This is an optimization exercise on Yosys and OpenROAD, whose aim is small area, a short achievable clock period and few clock cycles per item, not a production implementation.
The RTL was checked by simulation tests, not by an equivalence proof against the original design.
No activity file was given, so power comes from the tool's default toggle rates.

north:
Design md5_core, start of the top module:
module md5_core(
    input  logic         clk,
    input  logic         reset_n,
    input  logic         start_i,
    input  logic [511:0] msg_i,
    output logic [127:0] digest_o,
    output logic         done_o
);
==> module md5_step_sched, before the edit <==
module md5_step_sched(
    input  logic        clk,
    input  logic        reset_n,
    input  logic        start_i,
    output logic        busy_o,
    output logic        last_o,      
    output logic [3:0]  fn_o,        
    output logic [3:0]  qsel_o,      
    output logic [3:0]  rsel_o,      
    output logic [3:0]  qseln_o,     
    output logic [3:0]  rseln_o,
    output logic [15:0] ssel_o,      
    output logic [31:0] k1_o,        
    output logic [7:0]  tap_sel_o,   
    output logic [7:0]  kh_o,        
    output logic [7:0]  kl_o,        
    output logic        done_o
);
    logic       busy, last;
    logic [5:0] cnt, nstep, nnext;
    assign nstep = busy ? cnt + 6'd1 : 6'd0;
    assign nnext = busy ? cnt + 6'd2 : 6'd1;
    always_ff @(posedge clk) begin
        if (!reset_n) begin
            busy   <= 1'b0;
            last   <= 1'b0;
            done_o <= 1'b0;
        end else begin
            done_o <= last;
            last   <= busy && (cnt == 6'd62);
            if (busy) busy <= !last;
            else      busy <= start_i;
        end
    end
    always_ff @(posedge clk) begin
        cnt <= nstep;
        fn_o             <= 4'd1 << nnext[5:4];
        {qsel_o, rsel_o}   <= md5_pkg::rot_sel(nstep);
        {qseln_o, rseln_o} <= ~md5_pkg::rot_sel(nstep);
        ssel_o           <= 16'd1 << {nstep[5:4], nstep[1:0]};
        if (busy && cnt == 6'd62) k1_o <= md5_pkg::K1_LAST;
        else k1_o <= ~32'd0 << md5_pkg::shift_of({nstep[5:4], nstep[1:0]});
        tap_sel_o        <= md5_pkg::tap_sel(nstep);
        kh_o             <= 8'd1 << nstep[5:3];
        kl_o             <= 8'd1 << nstep[2:0];
    end
    assign busy_o = busy;
    assign last_o = last;
endmodule
==> module md5_round_datapath, before the edit <==
module md5_round_datapath(
    input  logic         clk,
    input  logic         busy_i,
    input  logic         last_i,
    input  logic [3:0]   fn_i,
    input  logic [3:0]   qsel_i,      
    input  logic [3:0]   rsel_i,
    input  logic [3:0]   qseln_i,     
    input  logic [3:0]   rseln_i,
    input  logic [15:0]  ssel_i,
    input  logic [31:0]  k1_i,      
    input  logic [7:0]   kh_i,
    input  logic [7:0]   kl_i,
    input  logic [31:0]  msg0_i,    
    input  logic [31:0]  word_i,    
    output logic [127:0] digest_o
);
    logic [31:0] b, c, d, p, x0, x1, nx0, nx1;
    logic [31:0] f, rp, rf, k0, k1;
    logic [31:0] e0s, e0c, e1s, e1c, u0, v0, u1, v1, z0, z1, new_b;
    logic [31:0] e0m, e1m, v0m, v1m;
    logic [31:0] pg;    
    logic        cw;    
    function automatic logic [31:0] rotate(input logic [31:0] x,
                                           input logic [3:0] q,
                                           input logic [3:0] r);
        logic [31:0] y;
        y = ({32{q[0]}} & {x[27:0], x[31:28]})
          | ({32{q[1]}} & {x[22:0], x[31:23]})
          | ({32{q[2]}} & {x[17:0], x[31:18]})
          | ({32{q[3]}} & {x[11:0], x[31:12]});
        rotate = ({32{r[0]}} & y)
               | ({32{r[1]}} & {y[30:0], y[31]})
               | ({32{r[2]}} & {y[29:0], y[31:30]})
               | ({32{r[3]}} & {y[28:0], y[31:29]});
    endfunction
    function automatic logic [63:0] prefix(input logic [31:0] g, input logic [31:0] t);
        logic [31:0] gg, tt, gn, tn;
        gg = g;
        tt = t;
        for (int sp = 1; sp < 32; sp = sp * 2) begin
            gn = gg;
            tn = tt;
            for (int i = sp; i < 32; i++) begin
                gn[i] = gg[i] | (tt[i] & gg[i - sp]);
                tn[i] = tt[i] & tt[i - sp];
            end
            gg = gn;
            tt = tn;
        end
        prefix = {tt, gg};
    endfunction
    function automatic logic [31:0] add_ci(input logic [31:0] x, input logic [31:0] y,
                                           input logic ci);
        logic [31:0] h, gg, tt, s;
        h = x ^ y;
        {tt, gg} = prefix(x & y, h);
        s[0] = h[0] ^ ci;
        for (int i = 1; i < 32; i++) s[i] = h[i] ^ (gg[i-1] | (tt[i-1] & ci));
        add_ci = s;
    endfunction
    assign f = (b & x1) | (~b & x0);
    assign nx1 = ({32{fn_i[0]}} & b)
               | ({32{fn_i[1]}} & (b | c))
               | ({32{fn_i[2]}} & ~(b ^ c))
               | ({32{fn_i[3]}} & ~b);
    assign nx0 = ({32{fn_i[0]}} & c)
               | ({32{fn_i[1]}} & (b & ~c))
               | ({32{fn_i[2]}} & (b ^ c))
               | ({32{fn_i[3]}} & ~(b ^ c));
    md5_carries u_car (.x_i(p), .y_i(f), .c_o(pg));
    always_comb begin
        cw = 1'b0;
        for (int i = 0; i < 16; i++) begin
            cw = cw | (ssel_i[i] & pg[31 - md5_pkg::shift_of(4'(i))]);
        end
    end
    assign k0 = {32{last_i}} & md5_pkg::IV_B;
    assign k1 = k1_i;
    assign rp = rotate(p, ~qseln_i, ~rseln_i);
    assign rf = rotate(f, qsel_i, rsel_i);
    assign e0s = b ^ rp ^ k0;
    assign e0m = (b & rp) | (b & k0) | (rp & k0);
    assign e0c = {e0m[30:0], 1'b0};
    assign e1s = b ^ rp ^ k1;
    assign e1m = (b & rp) | (b & k1) | (rp & k1);
    assign e1c = {e1m[30:0], 1'b0};
    assign u0  = e0s ^ e0c ^ rf;
    assign v0m = (e0s & e0c) | (e0s & rf) | (e0c & rf);
    assign v0  = {v0m[30:0], 1'b0};
    assign u1  = e1s ^ e1c ^ rf;
    assign v1m = (e1s & e1c) | (e1s & rf) | (e1c & rf);
    assign v1  = {v1m[30:0], 1'b0};
    md5_add_ci u_add0 (.x_i(u0), .y_i(v0), .ci_i(cw), .s_o(z0));
    md5_add_ci u_add1 (.x_i(u1), .y_i(v1), .ci_i(cw), .s_o(z1));
    assign new_b = pg[31] ? z1 : z0;
    always_ff @(posedge clk) begin
        if (!busy_i) begin
            b <= md5_pkg::IV_B;
            c <= md5_pkg::IV_C;
            d <= md5_pkg::IV_D;
            p <= msg0_i;
            x0 <= md5_pkg::C0F;
            x1 <= md5_pkg::C0F;
        end else begin
            x0 <= nx0;
            x1 <= nx1;
            b <= new_b;
            c <= last_i ? b + md5_pkg::IV_C : b;
            d <= last_i ? c + md5_pkg::IV_D : c;
            p <= d + word_i + md5_pkg::k_next(kh_i, kl_i);
        end
    end
    assign digest_o = {d, c, b, p};
endmodule
==> module md5_add_ci, before the edit <==
module md5_add_ci(
    input  logic [31:0] x_i,
    input  logic [31:0] y_i,
    input  logic        ci_i,
    output logic [31:0] s_o
);
    logic [31:0] h, gg, tt, gn, tn;
    always_comb begin
        h  = x_i ^ y_i;
        gg = x_i & y_i;
        tt = h;
        for (int sp = 1; sp < 32; sp = sp * 2) begin
            gn = gg;
            tn = tt;
            for (int i = sp; i < 32; i++) begin
                gn[i] = gg[i] | (tt[i] & gg[i - sp]);
                tn[i] = tt[i] & tt[i - sp];
            end
            gg = gn;
            tt = tn;
        end
        s_o[0] = h[0] ^ ci_i;
        for (int i = 1; i < 32; i++) s_o[i] = h[i] ^ (gg[i-1] | (tt[i-1] & ci_i));
    end
endmodule
clock: 11.0 ns
lec_check: 0
cap_margin: 20
core_margin: 2
core_utilization: 40
slew_margin: 20
synth_hierarchical: 1
synth_minimum_keep_size: 0
standard.sh (not shown) runs the stock make flow with config.mk's settings and CLKGATE_MAP_FILE= SYNTH_SCRIPT=/design/flow/synth_recipe.tcl, a recipe that flattens the netlist after the stock synthesis.
==> flow/flow/run.sh <==
#!/bin/bash
# Standard ORFS layout, with plain buf_1 cells as port buffers, a tighter
# setup-repair target and a clock tree with larger sink clusters and no
# dummy loads; every tool's output is kept in the ORFS logs and in
# standard.log.
set -euo pipefail
export BUFFER_PORTS_ARGS="-buffer_cell sky130_fd_sc_hd__buf_1"
export SETUP_SLACK_MARGIN=7
export CTS_ARGS="-sink_clustering_enable -repair_clock_nets -dont_use_dummy_load -sink_clustering_size 16 -sink_clustering_max_diameter 80 -buf_list {sky130_fd_sc_hd__clkbuf_4 sky130_fd_sc_hd__clkbuf_8}"
bash standard.sh > standard.log 2>&1
Testbench counts of north, summed over its fixed seeds: cycles 12,488, items 192.
--- input diff north..south ---
diff --git a/flow/design.v b/flow/design.v
--- a/flow/design.v
+++ b/flow/design.v
@@ -4,6 +4,7 @@
     localparam logic [31:0] IV_C = 32'h98badcfe;
     localparam logic [31:0] IV_D = 32'h10325476;
     localparam logic [31:0] C0F  = 32'hd76aa477;
+    localparam logic [31:0] K_1  = 32'he8c7b756;
     localparam logic [31:0] K1_LAST = 32'hefadab89;
     function automatic logic [3:0] ring_slot(input logic [3:0] w);
         case (w)
@@ -250,8 +251,8 @@
         if (busy && cnt == 6'd62) k1_o <= md5_pkg::K1_LAST;
         else k1_o <= ~32'd0 << md5_pkg::shift_of({nstep[5:4], nstep[1:0]});
         tap_sel_o        <= md5_pkg::tap_sel(nstep);
-        kh_o             <= 8'd1 << nstep[5:3];
-        kl_o             <= 8'd1 << nstep[2:0];
+        kh_o             <= 8'd1 << nnext[5:3];
+        kl_o             <= 8'd1 << nnext[2:0];
     end
     assign busy_o = busy;
     assign last_o = last;
@@ -274,10 +275,10 @@
     input  logic [31:0]  word_i,    
     output logic [127:0] digest_o
 );
-    logic [31:0] b, c, d, p, x0, x1, nx0, nx1;
+    logic [31:0] b, c, d, p, x0, x1, nx0, nx1, k;
     logic [31:0] f, rp, rf, k0, k1;
     logic [31:0] e0s, e0c, e1s, e1c, u0, v0, u1, v1, z0, z1, new_b;
-    logic [31:0] e0m, e1m, v0m, v1m;
+    logic [31:0] e0m, e1m, v0m, v1m, h0, g0, t0, h1, g1, t1;
     logic [31:0] pg;    
     logic        cw;    
     function automatic logic [31:0] rotate(input logic [31:0] x,
@@ -350,8 +351,10 @@
     assign u1  = e1s ^ e1c ^ rf;
     assign v1m = (e1s & e1c) | (e1s & rf) | (e1c & rf);
     assign v1  = {v1m[30:0], 1'b0};
-    md5_add_ci u_add0 (.x_i(u0), .y_i(v0), .ci_i(cw), .s_o(z0));
-    md5_add_ci u_add1 (.x_i(u1), .y_i(v1), .ci_i(cw), .s_o(z1));
+    md5_prefix u_pre0 (.x_i(u0), .y_i(v0), .h_o(h0), .g_o(g0), .t_o(t0));
+    md5_prefix u_pre1 (.x_i(u1), .y_i(v1), .h_o(h1), .g_o(g1), .t_o(t1));
+    assign z0 = h0 ^ {g0[30:0] | (t0[30:0] & {31{cw}}), cw};
+    assign z1 = h1 ^ {g1[30:0] | (t1[30:0] & {31{cw}}), cw};
     assign new_b = pg[31] ? z1 : z0;
     always_ff @(posedge clk) begin
         if (!busy_i) begin
@@ -359,6 +362,7 @@
             c <= md5_pkg::IV_C;
             d <= md5_pkg::IV_D;
             p <= msg0_i;
+            k <= md5_pkg::K_1;
             x0 <= md5_pkg::C0F;
             x1 <= md5_pkg::C0F;
         end else begin
@@ -367,22 +371,24 @@
             b <= new_b;
             c <= last_i ? b + md5_pkg::IV_C : b;
             d <= last_i ? c + md5_pkg::IV_D : c;
-            p <= d + word_i + md5_pkg::k_next(kh_i, kl_i);
+            p <= d + word_i + k;
+            k <= md5_pkg::k_next(kh_i, kl_i);
         end
     end
     assign digest_o = {d, c, b, p};
 endmodule
-module md5_add_ci(
+module md5_prefix(
     input  logic [31:0] x_i,
     input  logic [31:0] y_i,
-    input  logic        ci_i,
-    output logic [31:0] s_o
+    output logic [31:0] h_o,
+    output logic [31:0] g_o,
+    output logic [31:0] t_o
 );
-    logic [31:0] h, gg, tt, gn, tn;
+    logic [31:0] gg, tt, gn, tn;
     always_comb begin
-        h  = x_i ^ y_i;
-        gg = x_i & y_i;
-        tt = h;
+        h_o = x_i ^ y_i;
+        gg  = x_i & y_i;
+        tt  = h_o;
         for (int sp = 1; sp < 32; sp = sp * 2) begin
             gn = gg;
             tn = tt;
@@ -393,8 +399,8 @@
             gg = gn;
             tt = tn;
         end
-        s_o[0] = h[0] ^ ci_i;
-        for (int i = 1; i < 32; i++) s_o[i] = h[i] ^ (gg[i-1] | (tt[i-1] & ci_i));
+        g_o = gg;
+        t_o = tt;
     end
 endmodule
 module md5_carries(
- Number of sequential cells in the layout grows by a few percent when moving from north to south.
- [compare] base=north new=south: met3 track utilization from global routing decreased by 0.73 points relative to the old numbers; wire length +about 5.4%.
- Est. power | south vs north | south higher
- Comparing south against north, there is no change at all in total of buffers placed on input and output ports.
- On depth of the worst hold-timing path, south and north are neck and neck.
- In south the signed area change from the synthesized netlist to the final layout turned out 1.6 points lower than in north.
Testbench counts of south, summed over its fixed seeds: cycles 12,488, items 192.

-- afterwards: timing with drivers on the ports --
No port has a modelled driver above. Below, the same layouts with a new extraction and two added sets of constraints. Step 1 sets driving cells, clkbuf_16 on the clock port and buf_2 on the other inputs (assumed; they add their load-dependent delay and slew). Step 2, shift: input delay + t, output delay - t, t = (earliest + latest rising clock arrival at the registers) / 2. This alone moves slack from input paths to output paths. Slacks: ideal ports / drivers / drivers and shift; pairs: ideal ports / drivers.
| run | t (ns) | setup slack, ns | worst register clock-pin slew, ns |
|---|---|---|---|
| north | 0.765 | 6.231 / 6.231 / 6.231 | 0.12 / 0.12 |
| south | 0.787 | 6.486 / 6.486 / 6.486 | 0.11 / 0.11 |
After both steps setup and hold are still met in every run listed.
